What follows belongs to an exercise in optimizing a design on an open flow for small area, a short achievable clock period and few clock cycles; a production flow would make more cautious choices. In this exercise RTL edits were held to simulation tests only and were not proved equivalent to the original. Power and IR drop assume default switching activity.

==> job 1558 <==
==> flow/design.v <==
package moa_pkg;
   localparam int CHANNELS   = 16;
   localparam int OVERSAMPLE = 16;
   localparam int FULL_SCALE = 4095;
   localparam int UV_PER_MV  = 1000;
   localparam int FUNC_W     = 3;
   localparam int CH_W       = 4;
   localparam int ADC_W      = 12;
   localparam int MV_W       = 16;
   localparam int UV_W       = 26;
   localparam int AGE_W      = 17;
   localparam int ACC_W      = 20;
   localparam int SCAN_W     = 8;
   localparam int CSR_IDX_W  = 2;
   localparam int CSR_DATA_W = 16;
   localparam int PROD_W     = 28;    
   localparam int DIV_W      = 38;    
   localparam int CH_AW      = (CHANNELS > 1) ? $clog2(CHANNELS) : 1;
   localparam logic [FUNC_W-1:0] FUNC_SAMPLE  = 3'd0;
   localparam logic [FUNC_W-1:0] FUNC_ERROR   = 3'd1;
   localparam logic [FUNC_W-1:0] FUNC_TICK    = 3'd2;
   localparam logic [FUNC_W-1:0] FUNC_READ    = 3'd3;
   localparam logic [FUNC_W-1:0] FUNC_CONVERT = 3'd4;
   localparam logic [CSR_IDX_W-1:0] CSR_VREFINT_CAL  = 2'd0;
   localparam logic [CSR_IDX_W-1:0] CSR_NOMINAL_MV   = 2'd1;
   localparam logic [CSR_IDX_W-1:0] CSR_VREF_CHANNEL = 2'd2;
   localparam logic [MV_W-1:0]  NOMINAL_MV_RESET = 16'd3300;
   localparam logic [MV_W-1:0]  MV_MAX           = 16'hFFFF;
   localparam logic [UV_W-1:0]  UV_MAX           = 26'h3FF_FFFF;
   localparam logic [ADC_W-1:0] ADC_MAX          = 12'hFFF;
   localparam logic [AGE_W-1:0] AGE_MAX          = 17'h1_FFFF;
   typedef struct packed {
      logic [FUNC_W-1:0] func;
      logic [CH_W-1:0]   channel;
      logic [ADC_W-1:0]  value;
      logic              last_of_scan;
      logic [MV_W-1:0]   max_age_ms;
   } req_type;
   typedef struct packed {
      logic [ADC_W-1:0] avg_raw;
      logic [MV_W-1:0]  vdda_mv;
      logic [UV_W-1:0]  microvolts;
      logic             ready_res;
      logic             fresh;
   } rsp_type;
   typedef struct packed {
      logic [ADC_W-1:0] vrefint_cal;
      logic [MV_W-1:0]  nominal_vdda_mv;
      logic [CH_W-1:0]  vref_channel;
   } cfg_type;
endpackage
module multichannel_oversample_averager (
   input  logic        clock,
   input  logic        reset,
   input  logic        req_valid,
   output logic        req_ready,
   input  logic [35:0] req_data,
   output logic        rsp_valid,
   input  logic        rsp_ready,
   output logic [55:0] rsp_data,
   input  logic        csr_valid,
   output logic        csr_ready,
   input  logic [1:0]  csr_index,
   input  logic [15:0] csr_data
);
   localparam logic [2:0] V_IDLE = 3'd0;
   localparam logic [2:0] V_WAIT = 3'd1;
   localparam logic [2:0] V_MUL  = 3'd2;
   localparam logic [2:0] V_ADD  = 3'd3;
   localparam logic [2:0] V_LOAD = 3'd4;
   localparam logic [2:0] V_DIV  = 3'd5;
   logic [11:0] cal_ff;
   logic [15:0] nom_ff;
   logic [3:0]  vref_ff;
   assign csr_ready = 1'b1;
   wire csr_wr = csr_valid && (csr_index != 2'd3);
   always_ff @(posedge clock) begin
      if (reset) begin
         cal_ff  <= 12'd0;
         nom_ff  <= 16'd3300;
         vref_ff <= 4'd0;
      end else if (csr_valid) begin
         case (csr_index)
            2'd0: cal_ff  <= csr_data[11:0];
            2'd1: nom_ff  <= csr_data;
            2'd2: vref_ff <= csr_data[3:0];
            default: begin
            end
         endcase
      end
   end
   logic        rdy_ff;
   logic        s1_v;
   logic [2:0]  s1_func;
   logic [3:0]  s1_ch;
   logic [11:0] s1_val;
   logic        s1_last;
   logic        s1_rdy;
   logic        s1_fresh;
   logic [19:0] s1_rd;
   logic        s2_v;
   logic [3:0]  s2_ch;
   logic [11:0] s2_val;
   logic [19:0] s2_rd;
   logic [19:0] sum_q [16];
   logic [15:0] sum_vld;
   logic [11:0] avg_q [16];
   logic [15:0] avg_ovf;
   logic [15:0] avg_vld;
   logic        swp1, swp2;
   logic [3:0]  scan_ff;
   logic [16:0] age_ff, age_in;
   logic        rflag_ff, rflag_in;
   logic        vdda_ok, vdda_ok_in;
   logic [2:0]  vstate;
   logic [2:0]  vcnt;
   logic [11:0] now_ff;
   logic [11:0] rem_ff;
   logic [15:0] dq_ff;
   logic        r1_v, r1_isrd, r1_rdy, r1_fresh;
   logic [11:0] r1_raw;
   logic        r2_v, r2_rdy, r2_fresh;
   logic [19:0] r2_pp0, r2_pp1, r2_pp2;
   logic [11:0] r2_avg;
   logic        r3_v, r3_rdy, r3_fresh;
   logic [28:0] r3_p;
   logic [11:0] r3_avg;
   logic        r4_v, r4_rdy, r4_fresh;
   logic [37:0] r4_q;
   logic [11:0] r4_avg;
   logic        o_v, o_rdy, o_fresh;
   logic [25:0] o_uv;
   logic [11:0] o_avg;
   wire s1_isrd = (s1_func == 3'd3) || (s1_func == 3'd4);
   wire s1_read = (s1_func == 3'd3);
   wire adv_o = !o_v || rsp_ready;
   wire en_4  = !r4_v || !o_v || rsp_ready;
   wire en_3  = !r3_v || !r4_v || !o_v || rsp_ready;
   wire en_2  = !r2_v || !r3_v || !r4_v || !o_v || rsp_ready;
   wire en_1  = !r1_v || !r2_v || !r3_v || !r4_v || !o_v || rsp_ready;
   wire rd_go = s1_v && s1_isrd && vdda_ok && en_1;
   wire s1_go = s1_v && (!s1_isrd || (vdda_ok && en_1));
   assign req_ready = rdy_ff;
   always_ff @(posedge clock) begin
      if (reset) begin
         s1_v <= 1'b0;
      end else if (rdy_ff) begin
         s1_v <= req_valid;
      end else begin
         s1_v <= s1_v && !s1_go;
      end
   end
   wire [15:0] in_age   = req_data[15:0];
   wire        in_fresh = rflag_in && (age_in <= {1'b0, in_age});
   always_ff @(posedge clock) begin
      if (rdy_ff) begin
         s1_func  <= req_data[35:33];
         s1_ch    <= req_data[32:29];
         s1_val   <= req_data[28:17];
         s1_last  <= req_data[16];
         s1_rdy   <= rflag_in;
         s1_fresh <= in_fresh;
      end
   end
   wire do_sample = s1_v && (s1_func == 3'd0);
   wire do_error  = s1_v && (s1_func == 3'd1);
   wire do_tick   = s1_v && (s1_func == 3'd2);
   wire [19:0] s2_sum = (swp2 ? 20'd0 : s2_rd) + {8'd0, s2_val};
   wire        fwd    = s2_v && (s2_ch == s1_ch);
   wire [19:0] mem_rd = (sum_vld[s1_ch] && !swp2) ? sum_q[s1_ch] : 20'd0;
   assign      s1_rd  = fwd ? s2_sum : mem_rd;
   always_ff @(posedge clock) begin
      if (reset) begin
         s2_v <= 1'b0;
      end else begin
         s2_v <= do_sample;
      end
      s2_ch  <= s1_ch;
      s2_val <= s1_val;
      s2_rd  <= s1_rd;
   end
   always_ff @(posedge clock) begin
      for (int i = 0; i < 16; i++) begin
         if (s2_v && (s2_ch == 4'(i))) begin
            sum_q[i] <= s2_sum;
         end
      end
   end
   always_ff @(posedge clock) begin
      for (int i = 0; i < 16; i++) begin
         if (reset) begin
            sum_vld[i] <= 1'b0;
         end else if (s2_v && (s2_ch == 4'(i))) begin
            sum_vld[i] <= 1'b1;
         end else if (swp2) begin
            sum_vld[i] <= 1'b0;
         end
      end
   end
   wire trig = do_sample && s1_last && (scan_ff == 4'd15);
   always_ff @(posedge clock) begin
      if (reset) begin
         scan_ff <= 4'd0;
         swp1    <= 1'b0;
         swp2    <= 1'b0;
      end else begin
         scan_ff <= scan_ff + 4'(do_sample && s1_last);
         swp1    <= trig;
         swp2    <= swp1;
      end
   end
   always_ff @(posedge clock) begin
      if (swp2) begin
         for (int i = 0; i < 16; i++) begin
            avg_q[i]   <= sum_q[i][15:4];
            avg_ovf[i] <= |sum_q[i][19:16];
         end
      end
   end
   always_ff @(posedge clock) begin
      if (reset) begin
         avg_vld <= 16'd0;
      end else if (swp2) begin
         avg_vld <= sum_vld;
      end
   end
   wire [3:0]  avg_addr = vdda_ok ? s1_ch : vref_ff;
   wire [11:0] avg_rd   = avg_vld[avg_addr] ? (avg_ovf[avg_addr] ? 12'hFFF : avg_q[avg_addr])
                                            : 12'd0;
   always_comb begin
      age_in   = age_ff;
      rflag_in = rflag_ff;
      if (trig) begin
         age_in   = 17'd0;
         rflag_in = 1'b1;
      end
      if (do_tick && (age_ff != 17'h1FFFF)) begin
         age_in = age_ff + 17'd1;
      end
      if (do_error) begin
         rflag_in = 1'b0;
      end
   end
   always_ff @(posedge clock) begin
      if (reset) begin
         age_ff   <= 17'd0;
         rflag_ff <= 1'b0;
      end else begin
         age_ff   <= age_in;
         rflag_ff <= rflag_in;
      end
   end
   wire inval      = trig || csr_wr;
   wire pipe_empty = !r1_v && !r2_v && !r3_v && !r4_v && !o_v;
   wire vmul       = (vstate == V_MUL);
   logic [11:0] rem_a, rem_b;
   logic [15:0] dq_a, dq_b;
   always_comb begin
      logic [12:0] t;
      t = {rem_ff, dq_ff[15]};
      if (t >= {1'b0, now_ff}) begin
         rem_a = 12'(t - {1'b0, now_ff});
         dq_a  = {dq_ff[14:0], 1'b1};
      end else begin
         rem_a = t[11:0];
         dq_a  = {dq_ff[14:0], 1'b0};
      end
      t = {rem_a, dq_a[15]};
      if (t >= {1'b0, now_ff}) begin
         rem_b = 12'(t - {1'b0, now_ff});
         dq_b  = {dq_a[14:0], 1'b1};
      end else begin
         rem_b = t[11:0];
         dq_b  = {dq_a[14:0], 1'b0};
      end
   end
   wire v_direct = (now_ff == 12'd0) || (cal_ff == 12'd0);
   wire v_sat    = (r3_p[28:16] >= {1'b0, now_ff});
   always_comb begin
      vdda_ok_in = vdda_ok;
      if (reset || inval) begin
         vdda_ok_in = 1'b0;
      end else if (vstate == V_LOAD) begin
         if (v_direct || v_sat) begin
            vdda_ok_in = 1'b1;
         end
      end else if (vstate == V_DIV && vcnt == 3'd7) begin
         vdda_ok_in = 1'b1;
      end
   end
   always_ff @(posedge clock) begin
      vdda_ok <= vdda_ok_in;
      if (reset || inval) begin
         vstate <= V_WAIT;
      end else begin
         case (vstate)
            V_WAIT: begin
               if (!swp1 && !swp2 && pipe_empty) begin
                  now_ff <= avg_rd;
                  vstate <= V_MUL;
               end
            end
            V_MUL: begin
               vstate <= V_ADD;
            end
            V_ADD: begin
               vstate <= V_LOAD;
            end
            V_LOAD: begin
               if (v_direct) begin
                  dq_ff  <= nom_ff;
                  vstate <= V_IDLE;
               end else if (v_sat) begin
                  dq_ff  <= 16'hFFFF;
                  vstate <= V_IDLE;
               end else begin
                  rem_ff <= r3_p[27:16];
                  dq_ff  <= r3_p[15:0];
                  vcnt   <= 3'd0;
                  vstate <= V_DIV;
               end
            end
            V_DIV: begin
               rem_ff <= rem_b;
               dq_ff  <= dq_b;
               vcnt   <= vcnt + 3'd1;
               if (vcnt == 3'd7) begin
                  vstate <= V_IDLE;
               end
            end
            default: begin
            end
         endcase
      end
   end
   always_ff @(posedge clock) begin
      if (reset) begin
         r1_v <= 1'b0;
      end else if (en_1) begin
         r1_v <= rd_go;
      end
      if (en_1) begin
         r1_raw   <= s1_read ? avg_rd : s1_val;
         r1_isrd  <= s1_read;
         r1_rdy   <= s1_rdy;
         r1_fresh <= s1_fresh;
      end
   end
   wire [11:0] mul_a = vmul ? cal_ff : r1_raw;
   wire [15:0] mul_b = vmul ? nom_ff : dq_ff;
   always_ff @(posedge clock) begin
      if (reset) begin
         r2_v <= 1'b0;
      end else if (en_2) begin
         r2_v <= r1_v;
      end
      if (en_2) begin
         r2_pp0   <= 20'(mul_a[3:0] * mul_b);
         r2_pp1   <= 20'(mul_a[7:4] * mul_b);
         r2_pp2   <= 20'(mul_a[11:8] * mul_b);
         r2_avg   <= r1_isrd ? r1_raw : 12'd0;
         r2_rdy   <= r1_rdy;
         r2_fresh <= r1_fresh;
      end
   end
   wire        vadd    = (vstate == V_ADD);
   wire [10:0] add_c   = vadd ? now_ff[11:1] : 11'd0;
   wire [28:0] p_sum   = 29'(r2_pp0) + {5'd0, r2_pp1, 4'd0} + {1'd0, r2_pp2, 8'd0} + 29'(add_c);
   always_ff @(posedge clock) begin
      if (reset) begin
         r3_v <= 1'b0;
      end else if (en_3) begin
         r3_v <= r2_v;
      end
      if (en_3) begin
         r3_p     <= p_sum;
         r3_avg   <= r2_avg;
         r3_rdy   <= r2_rdy;
         r3_fresh <= r2_fresh;
      end
   end
   wire [37:0] p38 = {10'd0, r3_p[27:0]};
   wire [37:0] q   = (p38 << 10) - (p38 << 5) + (p38 << 3) + 38'd2047;
   always_ff @(posedge clock) begin
      if (reset) begin
         r4_v <= 1'b0;
      end else if (en_4) begin
         r4_v <= r3_v;
      end
      if (en_4) begin
         r4_q     <= q;
         r4_avg   <= r3_avg;
         r4_rdy   <= r3_rdy;
         r4_fresh <= r3_fresh;
      end
   end
   wire [37:0] s  = r4_q + {12'd0, r4_q[37:12]} + {24'd0, r4_q[37:24]} + 38'd3;
   always_ff @(posedge clock) begin
      if (reset) begin
         o_v <= 1'b0;
      end else if (adv_o) begin
         o_v <= r4_v;
      end
      if (adv_o) begin
         o_uv    <= s[37:12];
         o_avg   <= r4_avg;
         o_rdy   <= r4_rdy;
         o_fresh <= r4_fresh;
      end
   end
   assign rsp_valid = o_v;
   assign rsp_data  = {o_avg, dq_ff, o_uv, o_rdy, o_fresh};
   wire r1_v_n  = en_1 ? rd_go : r1_v;
   wire r2_v_n  = en_2 ? r1_v : r2_v;
   wire r3_v_n  = en_3 ? r2_v : r3_v;
   wire r4_v_n  = en_4 ? r3_v : r4_v;
   wire o_v_n   = adv_o ? r4_v : o_v;
   wire full_n  = r1_v_n && r2_v_n && r3_v_n && r4_v_n && o_v_n;
   wire in_rd   = (req_data[35:33] == 3'd3) || (req_data[35:33] == 3'd4);
   wire s1_rd_n = rdy_ff ? (req_valid && in_rd) : (s1_v && s1_isrd && !s1_go);
   always_ff @(posedge clock) begin
      if (reset) begin
         rdy_ff <= 1'b1;
      end else begin
         rdy_ff <= !(s1_rd_n && !(vdda_ok_in && !full_n));
      end
   end
endmodule
==> flow/run.sh <==
#!/bin/bash
# synth_recipe.tcl (not shown) runs the flow's synth.tcl, then flattens the netlist and writes it again
# the make line also repeats each setting of config.mk as NAME=value (left out here)
make -C /OpenROAD-flow-scripts/flow DESIGN_CONFIG=/design/flow/config.mk WORK_HOME=/design/flow/orfs CLKGATE_MAP_FILE= SYNTH_SCRIPT=/design/flow/synth_recipe.tcl finish
==> flow/config.mk <==
export PLATFORM = sky130hd
export DESIGN_NAME = multichannel_oversample_averager
export DESIGN_NICKNAME = multichannel_oversample_averager
export VERILOG_FILES = /design/flow/design.v
export SDC_FILE = /design/flow/constraint.sdc
export NUM_CORES = 4
export LEC_CHECK = 0
export CAP_MARGIN = 20
export CORE_MARGIN = 2
export CORE_UTILIZATION = 40
export SETUP_SLACK_MARGIN = 5
export SLEW_MARGIN = 20
==> flow/constraint.sdc <==
create_clock -name core_clock -period 9.0 [get_ports {clock}]
set_input_delay 1.8000 -clock core_clock [delete_from_list [all_inputs] [get_ports {clock}]]
set_output_delay 1.8000 -clock core_clock [all_outputs]
set_load 0.01 [all_outputs]
==> job 8665 (differences from job 1558) <==
==> flow/design.v, changed modules only <==
module multichannel_oversample_averager (
   input  logic        clock,
   input  logic        reset,
   input  logic        req_valid,
   output logic        req_ready,
   input  logic [35:0] req_data,
   output logic        rsp_valid,
   input  logic        rsp_ready,
   output logic [55:0] rsp_data,
   input  logic        csr_valid,
   output logic        csr_ready,
   input  logic [1:0]  csr_index,
   input  logic [15:0] csr_data
);
   localparam logic [2:0] V_IDLE = 3'd0;
   localparam logic [2:0] V_WAIT = 3'd1;
   localparam logic [2:0] V_MUL  = 3'd2;
   localparam logic [2:0] V_LOAD = 3'd3;
   localparam logic [2:0] V_DIV  = 3'd4;
   logic [11:0] cal_ff;
   logic [15:0] nom_ff;
   logic [3:0]  vref_ff;
   assign csr_ready = 1'b1;
   wire csr_wr = csr_valid && (csr_index != 2'd3);
   always_ff @(posedge clock) begin
      if (reset) begin
         cal_ff  <= 12'd0;
         nom_ff  <= 16'd3300;
         vref_ff <= 4'd0;
      end else if (csr_valid) begin
         case (csr_index)
            2'd0: cal_ff  <= csr_data[11:0];
            2'd1: nom_ff  <= csr_data;
            2'd2: vref_ff <= csr_data[3:0];
            default: begin
            end
         endcase
      end
   end
   logic        rdy_ff;
   logic        s1_v;
   logic [2:0]  s1_func;
   logic [3:0]  s1_ch;
   logic [11:0] s1_val;
   logic        s1_last;
   logic        s1_rdy;
   logic        s1_fresh;
   logic [19:0] s1_rd;
   logic        s2_v;
   logic [3:0]  s2_ch;
   logic [11:0] s2_val;
   logic [19:0] s2_rd;
   logic [19:0] sum_q [16];
   logic [15:0] sum_vld;
   logic [11:0] avg_q [16];
   logic [15:0] avg_ovf;
   logic [15:0] avg_vld;
   logic        swp1, swp2;
   logic [3:0]  scan_ff;
   logic [16:0] age_ff, age_in;
   logic        rflag_ff, rflag_in;
   logic        vdda_ok, vdda_ok_in;
   logic [2:0]  vstate;
   logic [2:0]  vcnt;
   logic [11:0] now_ff;
   logic [11:0] rem_ff;
   logic [15:0] dq_ff;
   logic        r1_v, r1_isrd, r1_rdy, r1_fresh;
   logic [11:0] r1_raw;
   logic        r2_v, r2_rdy, r2_fresh;
   logic [28:0] r2_p;
   logic [11:0] r2_avg;
   logic        r3_v, r3_rdy, r3_fresh;
   logic [37:0] r3_q;
   logic [11:0] r3_avg;
   logic        o_v, o_rdy, o_fresh;
   logic [25:0] o_uv;
   logic [11:0] o_avg;
   wire s1_isrd = (s1_func == 3'd3) || (s1_func == 3'd4);
   wire s1_read = (s1_func == 3'd3);
   wire adv_o = !o_v || rsp_ready;
   wire en_3  = !r3_v || adv_o;
   wire en_2  = !r2_v || en_3;
   wire en_1  = !r1_v || en_2;
   wire rd_go = s1_v && s1_isrd && vdda_ok && en_1;
   wire s1_go = s1_v && (!s1_isrd || (vdda_ok && en_1));
   assign req_ready = rdy_ff;
   always_ff @(posedge clock) begin
      if (reset) begin
         s1_v <= 1'b0;
      end else if (rdy_ff) begin
         s1_v <= req_valid;
      end else begin
         s1_v <= s1_v && !s1_go;
      end
   end
   wire [15:0] in_age   = req_data[15:0];
   wire        in_fresh = rflag_in && (age_in <= {1'b0, in_age});
   always_ff @(posedge clock) begin
      if (rdy_ff) begin
         s1_func  <= req_data[35:33];
         s1_ch    <= req_data[32:29];
         s1_val   <= req_data[28:17];
         s1_last  <= req_data[16];
         s1_rdy   <= rflag_in;
         s1_fresh <= in_fresh;
      end
   end
   wire do_sample = s1_v && (s1_func == 3'd0);
   wire do_error  = s1_v && (s1_func == 3'd1);
   wire do_tick   = s1_v && (s1_func == 3'd2);
   wire [19:0] s2_sum = (swp2 ? 20'd0 : s2_rd) + {8'd0, s2_val};
   wire        fwd    = s2_v && (s2_ch == s1_ch);
   wire [19:0] mem_rd = (sum_vld[s1_ch] && !swp2) ? sum_q[s1_ch] : 20'd0;
   assign      s1_rd  = fwd ? s2_sum : mem_rd;
   always_ff @(posedge clock) begin
      if (reset) begin
         s2_v <= 1'b0;
      end else begin
         s2_v <= do_sample;
      end
      s2_ch  <= s1_ch;
      s2_val <= s1_val;
      s2_rd  <= s1_rd;
   end
   always_ff @(posedge clock) begin
      for (int i = 0; i < 16; i++) begin
         if (s2_v && (s2_ch == 4'(i))) begin
            sum_q[i] <= s2_sum;
         end
      end
   end
   always_ff @(posedge clock) begin
      for (int i = 0; i < 16; i++) begin
         if (reset) begin
            sum_vld[i] <= 1'b0;
         end else if (s2_v && (s2_ch == 4'(i))) begin
            sum_vld[i] <= 1'b1;
         end else if (swp2) begin
            sum_vld[i] <= 1'b0;
         end
      end
   end
   wire trig = do_sample && s1_last && (scan_ff == 4'd15);
   always_ff @(posedge clock) begin
      if (reset) begin
         scan_ff <= 4'd0;
         swp1    <= 1'b0;
         swp2    <= 1'b0;
      end else begin
         scan_ff <= scan_ff + 4'(do_sample && s1_last);
         swp1    <= trig;
         swp2    <= swp1;
      end
   end
   always_ff @(posedge clock) begin
      if (swp2) begin
         for (int i = 0; i < 16; i++) begin
            avg_q[i]   <= sum_q[i][15:4];
            avg_ovf[i] <= |sum_q[i][19:16];
         end
      end
   end
   always_ff @(posedge clock) begin
      if (reset) begin
         avg_vld <= 16'd0;
      end else if (swp2) begin
         avg_vld <= sum_vld;
      end
   end
   wire [3:0]  avg_addr = vdda_ok ? s1_ch : vref_ff;
   wire [11:0] avg_rd   = avg_vld[avg_addr] ? (avg_ovf[avg_addr] ? 12'hFFF : avg_q[avg_addr])
                                            : 12'd0;
   always_comb begin
      age_in   = age_ff;
      rflag_in = rflag_ff;
      if (trig) begin
         age_in   = 17'd0;
         rflag_in = 1'b1;
      end
      if (do_tick && (age_ff != 17'h1FFFF)) begin
         age_in = age_ff + 17'd1;
      end
      if (do_error) begin
         rflag_in = 1'b0;
      end
   end
   always_ff @(posedge clock) begin
      if (reset) begin
         age_ff   <= 17'd0;
         rflag_ff <= 1'b0;
      end else begin
         age_ff   <= age_in;
         rflag_ff <= rflag_in;
      end
   end
   wire inval      = trig || csr_wr;
   wire pipe_empty = !r1_v && !r2_v && !r3_v && !o_v;
   wire vmul       = (vstate == V_MUL);
   logic [11:0] rem_a, rem_b;
   logic [15:0] dq_a, dq_b;
   always_comb begin
      logic [12:0] t;
      t = {rem_ff, dq_ff[15]};
      if (t >= {1'b0, now_ff}) begin
         rem_a = 12'(t - {1'b0, now_ff});
         dq_a  = {dq_ff[14:0], 1'b1};
      end else begin
         rem_a = t[11:0];
         dq_a  = {dq_ff[14:0], 1'b0};
      end
      t = {rem_a, dq_a[15]};
      if (t >= {1'b0, now_ff}) begin
         rem_b = 12'(t - {1'b0, now_ff});
         dq_b  = {dq_a[14:0], 1'b1};
      end else begin
         rem_b = t[11:0];
         dq_b  = {dq_a[14:0], 1'b0};
      end
   end
   wire v_direct = (now_ff == 12'd0) || (cal_ff == 12'd0);
   wire v_sat    = (r2_p[28:16] >= {1'b0, now_ff});
   always_comb begin
      vdda_ok_in = vdda_ok;
      if (reset || inval) begin
         vdda_ok_in = 1'b0;
      end else if (vstate == V_LOAD) begin
         if (v_direct || v_sat) begin
            vdda_ok_in = 1'b1;
         end
      end else if (vstate == V_DIV && vcnt == 3'd7) begin
         vdda_ok_in = 1'b1;
      end
   end
   always_ff @(posedge clock) begin
      vdda_ok <= vdda_ok_in;
      if (reset || inval) begin
         vstate <= V_WAIT;
      end else begin
         case (vstate)
            V_WAIT: begin
               if (!swp1 && !swp2 && pipe_empty) begin
                  now_ff <= avg_rd;
                  vstate <= V_MUL;
               end
            end
            V_MUL: begin
               vstate <= V_LOAD;
            end
            V_LOAD: begin
               if (v_direct) begin
                  dq_ff  <= nom_ff;
                  vstate <= V_IDLE;
               end else if (v_sat) begin
                  dq_ff  <= 16'hFFFF;
                  vstate <= V_IDLE;
               end else begin
                  rem_ff <= r2_p[27:16];
                  dq_ff  <= r2_p[15:0];
                  vcnt   <= 3'd0;
                  vstate <= V_DIV;
               end
            end
            V_DIV: begin
               rem_ff <= rem_b;
               dq_ff  <= dq_b;
               vcnt   <= vcnt + 3'd1;
               if (vcnt == 3'd7) begin
                  vstate <= V_IDLE;
               end
            end
            default: begin
            end
         endcase
      end
   end
   always_ff @(posedge clock) begin
      if (reset) begin
         r1_v <= 1'b0;
      end else if (en_1) begin
         r1_v <= rd_go;
      end
      if (en_1) begin
         r1_raw   <= s1_read ? avg_rd : s1_val;
         r1_isrd  <= s1_read;
         r1_rdy   <= s1_rdy;
         r1_fresh <= s1_fresh;
      end
   end
   wire [11:0] mul_a   = vmul ? cal_ff : r1_raw;
   wire [15:0] mul_b   = vmul ? nom_ff : dq_ff;
   wire [10:0] mul_c   = vmul ? now_ff[11:1] : 11'd0;
   wire [28:0] mul_out = 29'(mul_a * mul_b) + 29'(mul_c);
   always_ff @(posedge clock) begin
      if (reset) begin
         r2_v <= 1'b0;
      end else if (en_2) begin
         r2_v <= r1_v;
      end
      if (en_2) begin
         r2_p     <= mul_out;
         r2_avg   <= r1_isrd ? r1_raw : 12'd0;
         r2_rdy   <= r1_rdy;
         r2_fresh <= r1_fresh;
      end
   end
   wire [37:0] p38 = {10'd0, r2_p[27:0]};
   wire [37:0] q   = (p38 << 10) - (p38 << 5) + (p38 << 3) + 38'd2047;
   always_ff @(posedge clock) begin
      if (reset) begin
         r3_v <= 1'b0;
      end else if (en_3) begin
         r3_v <= r2_v;
      end
      if (en_3) begin
         r3_q     <= q;
         r3_avg   <= r2_avg;
         r3_rdy   <= r2_rdy;
         r3_fresh <= r2_fresh;
      end
   end
   wire [37:0] s  = r3_q + {12'd0, r3_q[37:12]} + {24'd0, r3_q[37:24]} + 38'd3;
   always_ff @(posedge clock) begin
      if (reset) begin
         o_v <= 1'b0;
      end else if (adv_o) begin
         o_v <= r3_v;
      end
      if (adv_o) begin
         o_uv    <= s[37:12];
         o_avg   <= r3_avg;
         o_rdy   <= r3_rdy;
         o_fresh <= r3_fresh;
      end
   end
   assign rsp_valid = o_v;
   assign rsp_data  = {o_avg, dq_ff, o_uv, o_rdy, o_fresh};
   wire r1_v_n  = en_1 ? rd_go : r1_v;
   wire r2_v_n  = en_2 ? r1_v : r2_v;
   wire r3_v_n  = en_3 ? r2_v : r3_v;
   wire o_v_n   = adv_o ? r3_v : o_v;
   wire full_n  = r1_v_n && r2_v_n && r3_v_n && o_v_n;
   wire in_rd   = (req_data[35:33] == 3'd3) || (req_data[35:33] == 3'd4);
   wire s1_rd_n = rdy_ff ? (req_valid && in_rd) : (s1_v && s1_isrd && !s1_go);
   always_ff @(posedge clock) begin
      if (reset) begin
         rdy_ff <= 1'b1;
      end else begin
         rdy_ff <= !(s1_rd_n && !(vdda_ok_in && !full_n));
      end
   end
endmodule
==> qor summary <==
| item | job 1558 | job 8665 |
|---|---|---|
| Share of synthesized area occupied by flip-flops and latches | 55.3% | 54.8% |
| Critical register-to-register path startpoint | vstate[0] | vstate[1] |
| Mean number of vias per cell | 5.67 | 5.72 |
| Worst endpoint required time | 9.40 ns | 9.43 ns |
| Switch share | 38.1% | 38.2% |
| Final Util | 49.1% | 48.4% |
| Design Power | 19.9 mW | 18.8 mW |
| Clock Buffer Count | 136 | 123 |
| CP max stage delay | 0.53 ns | 0.51 ns |
| Final-stage net count | 4887 | 4409 |
| Final Skew | 0.0696 ns | 0.0319 ns |
| P_sw | 7.59 mW | 7.18 mW |
| Mapped Avg Cell Area | 12.3 sq um | 12.7 sq um |
| Combined buffer and inverter count along the critical path | 4 | 7 |
| Register area | 0.0272 sq mm | 0.0249 sq mm |
| Comb. pwr | 9.70 mW | 9.43 mW |
| Run status | no timing/DRC/antenna violations | no timing/DRC/antenna violations |
| Critical path depth in cells | 19 | 22 |
| Worst R2R End | r2_pp1[19] | r2_p[25] |
| Effective utilization at floorplan | 40.3% | 40.4% |
Testbench counts of job 1558, summed over its fixed seeds: cycles 8,021.
Testbench counts of job 8665, summed over its fixed seeds: cycles 7,989.

## re-timing with driven ports
The results above use ideal ports. As a check the final layouts listed here were re-extracted and re-timed, cells and wires unchanged. Step 1, drivers: a clkbuf_16 drives clock and a buf_2 each remaining input, both assumed. Step 2 also shifts input and output timing later by t, the mid clock arrival at the registers, as if the neighbouring blocks saw the same clock. a / b / c = ideal ports / drivers / drivers and shift; a / b = the first two.
run	shift t [ns]	setup WS [ns]	worst register clock-pin slew, ns
job 1558	0.759	4.233 / 4.233 / 4.233	0.07 / 0.07
job 8665	0.748	2.880 / 2.880 / 2.880	0.07 / 0.07
After both steps every run listed still meets setup and hold.
